This is an optimization exercise on Yosys and OpenROAD, whose aim is small area, a short achievable clock period and few clock cycles per item, not a production implementation.
In this exercise RTL edits were held to simulation tests only and were not proved equivalent to the original.
Power is estimated from default activity; no workload was simulated.

Design range_scan_object_segmenter_core, start of the top module:
module range_scan_object_segmenter_core (
   input  wire logic        clock,
   input  wire logic        reset,
   input  wire logic        req_tvalid,
   output logic             req_tready,
   input  wire logic [23:0] req_tdata,    
   input  wire logic        req_tuser,    
   input  wire logic        req_tlast,    
   output logic             rsp_tvalid,
   input  wire logic        rsp_tready,
   output logic [71:0]      rsp_tdata,
   output logic [1:0]       rsp_tuser,    
   output logic             rsp_tlast,    
   input  wire logic        csr_we,
   input  wire logic [1:0]  csr_index,
   input  wire logic [15:0] csr_wdata
);
   logic [15:0] thr_q;
   logic [7:0]  minw_q;
   logic [3:0]  lim_q;
   logic        thr_new;      
   wire wr_thr = csr_we && (csr_index == 2'd0);
   always_ff @(posedge clock) begin
      if (reset) begin
         thr_q  <= 16'd40;
         minw_q <= 8'd4;
         lim_q  <= 4'd8;
      end else if (csr_we) begin
         case (csr_index)
            2'd0: thr_q  <= csr_wdata;
            2'd1: minw_q <= csr_wdata[7:0];
            2'd2: lim_q  <= csr_wdata[3:0];
            default: ;
         endcase
      end
      thr_new <= !reset && wr_thr;
   end
   logic        rdy_q;
   logic        s1v, s1_first, s1_edge;
   logic [15:0] rng;
   logic [7:0]  ang;
   logic        st, en;
   wire acc = req_tvalid && rdy_q;
   logic        primed_q, track_q;
   logic [7:0]  open_q;
   logic [8:0]  arc_q;        
   logic [15:0] pr_q;
   logic [23:0] sum_q;
   logic [7:0]  tal_q;
   logic [3:0]  found_q;
  ...
==> flow/config.mk <==
export PLATFORM = sky130hd
export DESIGN_NAME = range_scan_object_segmenter_core
export DESIGN_NICKNAME = range_scan_object_segmenter_core
export VERILOG_FILES = /design/flow/design.v
export SDC_FILE = /design/flow/constraint.sdc
export NUM_CORES = 4
export LEC_CHECK = 0
export CAP_MARGIN = 20
export CORE_MARGIN = 2
export CORE_UTILIZATION = 40
export CTS_BUF_LIST = sky130_fd_sc_hd__clkbuf_16
export CTS_CLUSTER_DIAMETER = 60
export CTS_CLUSTER_SIZE = 30
export SETUP_SLACK_MARGIN = 4.5
export SLEW_MARGIN = 20
export SYNTH_MEMORY_MAX_BITS = 8192
export TNS_END_PERCENT = 100
==> flow/constraint.sdc <==
create_clock -name core_clock -period 8.0 [get_ports {clock}]
set_input_delay 1.6000 -clock core_clock [delete_from_list [all_inputs] [get_ports {clock}]]
set_output_delay 1.6000 -clock core_clock [all_outputs]
set_load 0.01 [all_outputs]
run.sh (not shown) runs the stock make flow with config.mk's settings and CLKGATE_MAP_FILE= SYNTH_SCRIPT=/design/flow/synth_recipe.tcl, a recipe that flattens the netlist after the stock synthesis.
Testbench counts at the start, summed over its fixed seeds: cycles 26,163, words 24,000.
Next try:
--- a/flow/config.mk
+++ b/flow/config.mk
@@ -11,3 +10,0 @@
-export CTS_BUF_LIST = sky130_fd_sc_hd__clkbuf_16
-export CTS_CLUSTER_DIAMETER = 60
-export CTS_CLUSTER_SIZE = 30
Effect: Via count barely changes; power grows by a few percent; count of clock-buffer cells in the layout went up by 27.

========
Another version of the RTL of range_scan_object_segmenter_core (not shown whole).
Size: about 3300 cells after synthesis, about 410 flip-flops, about 130 I/O pins.
Settings: LEC_CHECK=0, ABC_AREA=1, CAP_MARGIN=20, CORE_MARGIN=2, CORE_UTILIZATION=50, SETUP_SLACK_MARGIN=5, SLEW_MARGIN=20, SYNTH_MEMORY_MAX_BITS=8192, TNS_END_PERCENT=100; clock period 8.0 ns.
Testbench counts at the start, summed over its fixed seeds: cycles 26,174, words 24,000.
Then changed:
Settings changed: CORE_UTILIZATION 50 to 40.
The changed run finished clean.
Total power rises by 1.8%.
Hold slack hardly moves.
Combinational power stays flat.
Wire length falls by 2.1%.
Setup slack gets better by 0.12 ns.
Area after synthesis does not change.
Then changed:
Settings changed: TNS_END_PERCENT 100 to 5.
What happened: Clock-buffer cell count falls by 4; global-route usage falls by 0.19 points; final cell count falls by 0.65%; final area falls by 2.0%; utilization falls by 0.98 points; non-clock buffer count falls by 26.
Then changed:
Settings changed: CORE_UTILIZATION 40 to 45, TNS_END_PERCENT 5 to 100.
Outcome: Clock-buffer cell count went down by 7; via count is higher by about 2.5%; clock power came out lower by about 2%; wire length grows by about 4.7%; total power hardly moves; cell count goes down by 1.8%; utilization went up by 6.1 points.

========
Setup of before:
range_scan_object_segmenter_core, a different RTL version from the one above (not shown whole).
For scale: about 400 flip-flops, ~25000 um2 of cells after synthesis.
Settings: LEC_CHECK=0, CAP_MARGIN=20, CORE_MARGIN=2, CORE_UTILIZATION=40, SETUP_SLACK_MARGIN=4.5, SLEW_MARGIN=20, SYNTH_MEMORY_MAX_BITS=8192, TNS_END_PERCENT=100; clock period 8.0 ns.
before: no failed stages, no open violations at the end
Testbench counts of before, summed over its fixed seeds: cycles 26,163, words 24,000.
Relative to before, the following input files were edited for after:
- changing SETUP_SLACK_MARGIN from 4.5 to 5
- changing CORE_UTILIZATION from 40 to 50
==> comparison <==
Global placement routability congestion, after and before: larger value in after. Compared before against after; flip-flop and latch area within noise. Delta (after minus before): non-clock buffer count up 102; fraction of met3 tracks used by global routing up 0.82 points; die height down 27 um.

========
== v13 ==
Another version of the RTL of range_scan_object_segmenter_core (not shown whole).
Size in the first run: about 330 flip-flops, ~0.023 mm^2 of cells after synthesis.
## range_scan_object_segmenter_core
module range_scan_object_segmenter_core (
   input  wire logic        clock,
   input  wire logic        reset,
   input  wire logic        req_tvalid,
   output logic             req_tready,
   input  wire logic [23:0] req_tdata,    
   input  wire logic        req_tuser,    
   input  wire logic        req_tlast,    
   output logic             rsp_tvalid,
   input  wire logic        rsp_tready,
   output logic [71:0]      rsp_tdata,
   output logic [1:0]       rsp_tuser,    
   output logic             rsp_tlast,    
   input  wire logic        csr_we,
   input  wire logic [1:0]  csr_index,
   input  wire logic [15:0] csr_wdata
);
export LEC_CHECK = 0
export CAP_MARGIN = 20
export CORE_MARGIN = 2
export CORE_UTILIZATION = 40
export SLEW_MARGIN = 20
export SYNTH_MEMORY_MAX_BITS = 8192
create_clock -name core_clock -period 8.0 [get_ports {clock}]
v13: full flow OK, the timing, DRC and antenna checks passed
Testbench counts of v13, summed over its fixed seeds: cycles 26,308, words 24,000.
## Diff of input files: v43 against v13
Settings: SETUP_SLACK_MARGIN newly set to 5; TNS_END_PERCENT newly set to 100; ABC_CLOCK_PERIOD_IN_PS newly set to 3000.
--- outcome ---
Compared with v13, in v43 number of gates resized after cts grew by 547; sequential standard cell area neither gained nor lost much.
The setup slack of v43 is larger than that of v13.
Going from v13 to v43, the sequential cell area share was found to have gone down by 6.1 points.
Re die area: no difference whatsoever between v43 and v13.
On net switching power, v13 beats v43.
Taking v13 as the reference point, the part of the total power dissipated in combinational logic of v43 rises by 10 points.
Higher layout overhead on the synthesized area was reported by v43, not v13.
What v23 does differently from v43 at the input level:
Settings: ABC_CLOCK_PERIOD_IN_PS changed from 3000 to 4000; SETUP_SLACK_MARGIN changed from 5 to 4.
==> comparison <==
Summary: with v43 as the reference, wire length of the first global-routing pass in v23 moved down by a little under 10%. Relative to v43, the core occupancy in the finished layout of v23 is lower by 4.5 points. Between v23 and v43, the total power is higher for v43. | clock power share | v23 vs v43 | 0.2 points lower |. The flow did not stop early for v23: all stages ran, and the layout cleared the timing, DRC and antenna checks. Post-layout minimum cycle time | v23 above v43.

========
RTL: one of the versions met above, not the one the previous note started from.
Size in the first run: ~3300 cells after synthesis, ~410 flip-flops, roughly 130 I/O pins, ~26000 um2 of cells after synthesis.
clock: 8.0 ns
lec_check: 0
abc_area: 1
cap_margin: 20
core_margin: 2
core_utilization: 35
setup_slack_margin: 5
slew_margin: 20
synth_memory_max_bits: 8192
tns_end_percent: 100
The first run went through all stages and came out clean.
Testbench counts at the start, summed over its fixed seeds: cycles 26,174, words 24,000.
==> next run, changes <==
CORE_UTILIZATION = 40   (was 35)
SETUP_SLACK_MARGIN = 4.5   (was 5)
=> The new run finished with timing, DRC and antenna clean. Clock skew fell by 18 ps. Global-route usage rose by 2.9 points. Sequential power barely changes. Setup slack is worse by 480 ps. Sequential share of layout area rose by 1.0 points. Register-to-register slack is worse by 480 ps. Sequential cell count stays the same. Synthesized area does not change. Power barely changes. Via count fell slightly.
==> next run, changes <==
ABC_AREA = not set   (was 1)
SETUP_SLACK_MARGIN = 5   (was 4.5)
=>
- power decreases by 7.4%
- area after synthesis is about the same
- cell area rose by 6.8%
- via count fell by 2.4%
- non-clock buffer count grows by 145
- critical path depth increases by 3
- maximum frequency fell by 0.75%
- clock power shrinks by about 7%
- global-route usage falls by 1.7 points

========
## build 54
Another version of the RTL of range_scan_object_segmenter_core (not shown whole).
Size in the first run: roughly 410 flip-flops, about 26000 um2 of cells after synthesis.
make LEC_CHECK=0 CAP_MARGIN=20 CORE_MARGIN=2 CORE_UTILIZATION=40 SETUP_SLACK_MARGIN=5 SLEW_MARGIN=20 SYNTH_MEMORY_MAX_BITS=8192 TNS_END_PERCENT=100 finish   # period 8.0 ns
The final layout from build 54, which completed every stage, passed the timing, DRC and antenna checks at the end of the flow.
Testbench counts of build 54, summed over its fixed seeds: cycles 26,163, words 24,000.
Edits applied to the flow inputs when going from build 54 to build 79:
Settings: setting ABC_AREA to 1 for the first time.
Clock period minus final worst setup slack: build 79 lower than build 54
Higher die area was reported by build 79, not build 54.
Re final hold slack: build 54 was lower than build 79.
Looking at pre-CTS worst setup slack across build 54 and build 79, the one that comes out higher is build 54.
First-iteration DRC count sits higher in build 79 than in build 54.
Compared with build 54, build 79 shows a higher met3 layer wire length in the routed design.
Edits applied to the flow inputs when going from build 79 to build 75:
Settings: SETUP_SLACK_MARGIN: 5 -> 4.5; ABC_AREA: 1 -> unset.
- Looking at build 79 and build 75, the vertical die dimension is a wash.
- Taking build 79 as the reference, in build 75 non-filler instance count after layout lost 11%; met1 layer wirelength in the final routing saw a decrease.
- The run showing the greater synthesized area is build 79.
- Cell area delta for build 75 relative to build 79: 670 um2 lower
- Higher global-route wire length before repair goes to build 79 over build 75.
- On hold slack, build 75 tracks build 79 almost exactly.

========
range_scan_object_segmenter_core, a different RTL version from the one above (not shown whole).
For scale: ~2900 cells after synthesis, about 130 I/O pins, about 0.026 mm^2 of cells after synthesis.
// range_scan_object_segmenter_core
module range_scan_object_segmenter_core (
   input  wire logic        clock,
   input  wire logic        reset,
   input  wire logic        req_tvalid,
   output logic             req_tready,
   input  wire logic [23:0] req_tdata,    
   input  wire logic        req_tuser,    
   input  wire logic        req_tlast,    
   output logic             rsp_tvalid,
   input  wire logic        rsp_tready,
   output logic [71:0]      rsp_tdata,
   output logic [1:0]       rsp_tuser,    
   output logic             rsp_tlast,    
   input  wire logic        csr_we,
   input  wire logic [1:0]  csr_index,
   input  wire logic [15:0] csr_wdata
);
==> flow/config.mk <==
export PLATFORM = sky130hd
export DESIGN_NAME = range_scan_object_segmenter_core
export DESIGN_NICKNAME = range_scan_object_segmenter_core
export VERILOG_FILES = /design/flow/design.v
export SDC_FILE = /design/flow/constraint.sdc
export NUM_CORES = 4
export LEC_CHECK = 0
export CAP_MARGIN = 20
export CORE_MARGIN = 2
export CORE_UTILIZATION = 70
export SETUP_SLACK_MARGIN = 5
export SLEW_MARGIN = 20
export SYNTH_MEMORY_MAX_BITS = 8192
export TNS_END_PERCENT = 100
==> flow/constraint.sdc <==
create_clock -name core_clock -period 8.0 [get_ports {clock}]
set_input_delay 1.6000 -clock core_clock [delete_from_list [all_inputs] [get_ports {clock}]]
set_output_delay 1.6000 -clock core_clock [all_outputs]
set_load 0.01 [all_outputs]
The starting point stopped in 5_1_grt on GRT-0232.
Testbench counts at the start, summed over its fixed seeds: cycles 26,163, words 24,000.
Then changed:
Settings changed: CORE_UTILIZATION 70 to 40, SETUP_SLACK_MARGIN 5 to 4.5.
Effect: With this change the flow passed the timing, DRC and antenna checks; synthesized cell count does not change; synthesized area stays the same.

## afterwards: timing with drivers on the ports
How much do the figures lean on ideal ports? The routed layouts below were timed once more, with nothing changed but the port constraints. Step 1, drivers: a clkbuf_16 drives clock and a buf_2 each remaining input, both assumed. Step 2 times the ports against the registers' clock, not the clock port: input delays grow and output delays shrink by t, the midpoint of the rising clock arrivals with the driver on. Slacks: no drivers / after step 1 / after step 2; pairs: no drivers / after step 1.
| run | t, ns | setup WS [ns] | slew at the worst register clock pin (ns) | cell pins on the clock port's net |
|---|---|---|---|---|
| the first run of note 1 | 0.633 | 4.470 / 4.470 / 4.285 | 0.09 / 0.09 | 1 |
| the second run of note 1 | 0.637 | 4.496 / 4.496 / 4.288 | 0.06 / 0.06 | 1 |
| the first run of note 2 | 0.648 | 4.912 / 4.912 / 4.588 | 0.08 / 0.08 | 1 |
| the second run of note 2 | 0.666 | 5.033 / 4.989 / 4.500 | 0.07 / 0.07 | 1 |
| the third run of note 2 | 0.650 | 4.763 / 4.729 / 4.456 | 0.06 / 0.06 | 1 |
| the fourth run of note 2 | 0.659 | 4.996 / 4.975 / 4.541 | 0.07 / 0.07 | 1 |
| before | 0.653 | 4.436 / 4.436 / 4.355 | 0.07 / 0.07 | 1 |
| after | 0.645 | 4.475 / 4.475 / 4.475 | 0.06 / 0.06 | 1 |
| v13 | 0.625 | 0.523 / 0.556 / -0.070 | 0.06 / 0.06 | 1 |
| v43 | 0.611 | 1.278 / 1.287 / 0.676 | 0.06 / 0.06 | 1 |
| v23 | 0.619 | 1.188 / 1.193 / 0.574 | 0.08 / 0.08 | 1 |
| the first run of note 5 | 0.665 | 5.026 / 4.986 / 4.460 | 0.07 / 0.07 | 1 |
| the second run of note 5 | 0.666 | 4.542 / 4.542 / 4.468 | 0.07 / 0.07 | 1 |
| the third run of note 5 | 0.641 | 4.516 / 4.516 / 4.516 | 0.07 / 0.07 | 1 |
| build 54 | 0.657 | 4.799 / 4.799 / 4.551 | 0.07 / 0.07 | 1 |
| build 79 | 0.657 | 4.917 / 4.917 / 4.501 | 0.07 / 0.07 | 1 |
| build 75 | 0.655 | 4.543 / 4.516 / 4.276 | 0.07 / 0.07 | 1 |
| the second run of note 7 | 0.651 | 4.516 / 4.516 / 4.202 | 0.07 / 0.07 | 1 |
Met with ideal ports but missed after step 2: setup timing in v13. For v23, which loses most, drivers alone change the setup slack by +0.005 ns; drivers and shift together by -0.614 ns.
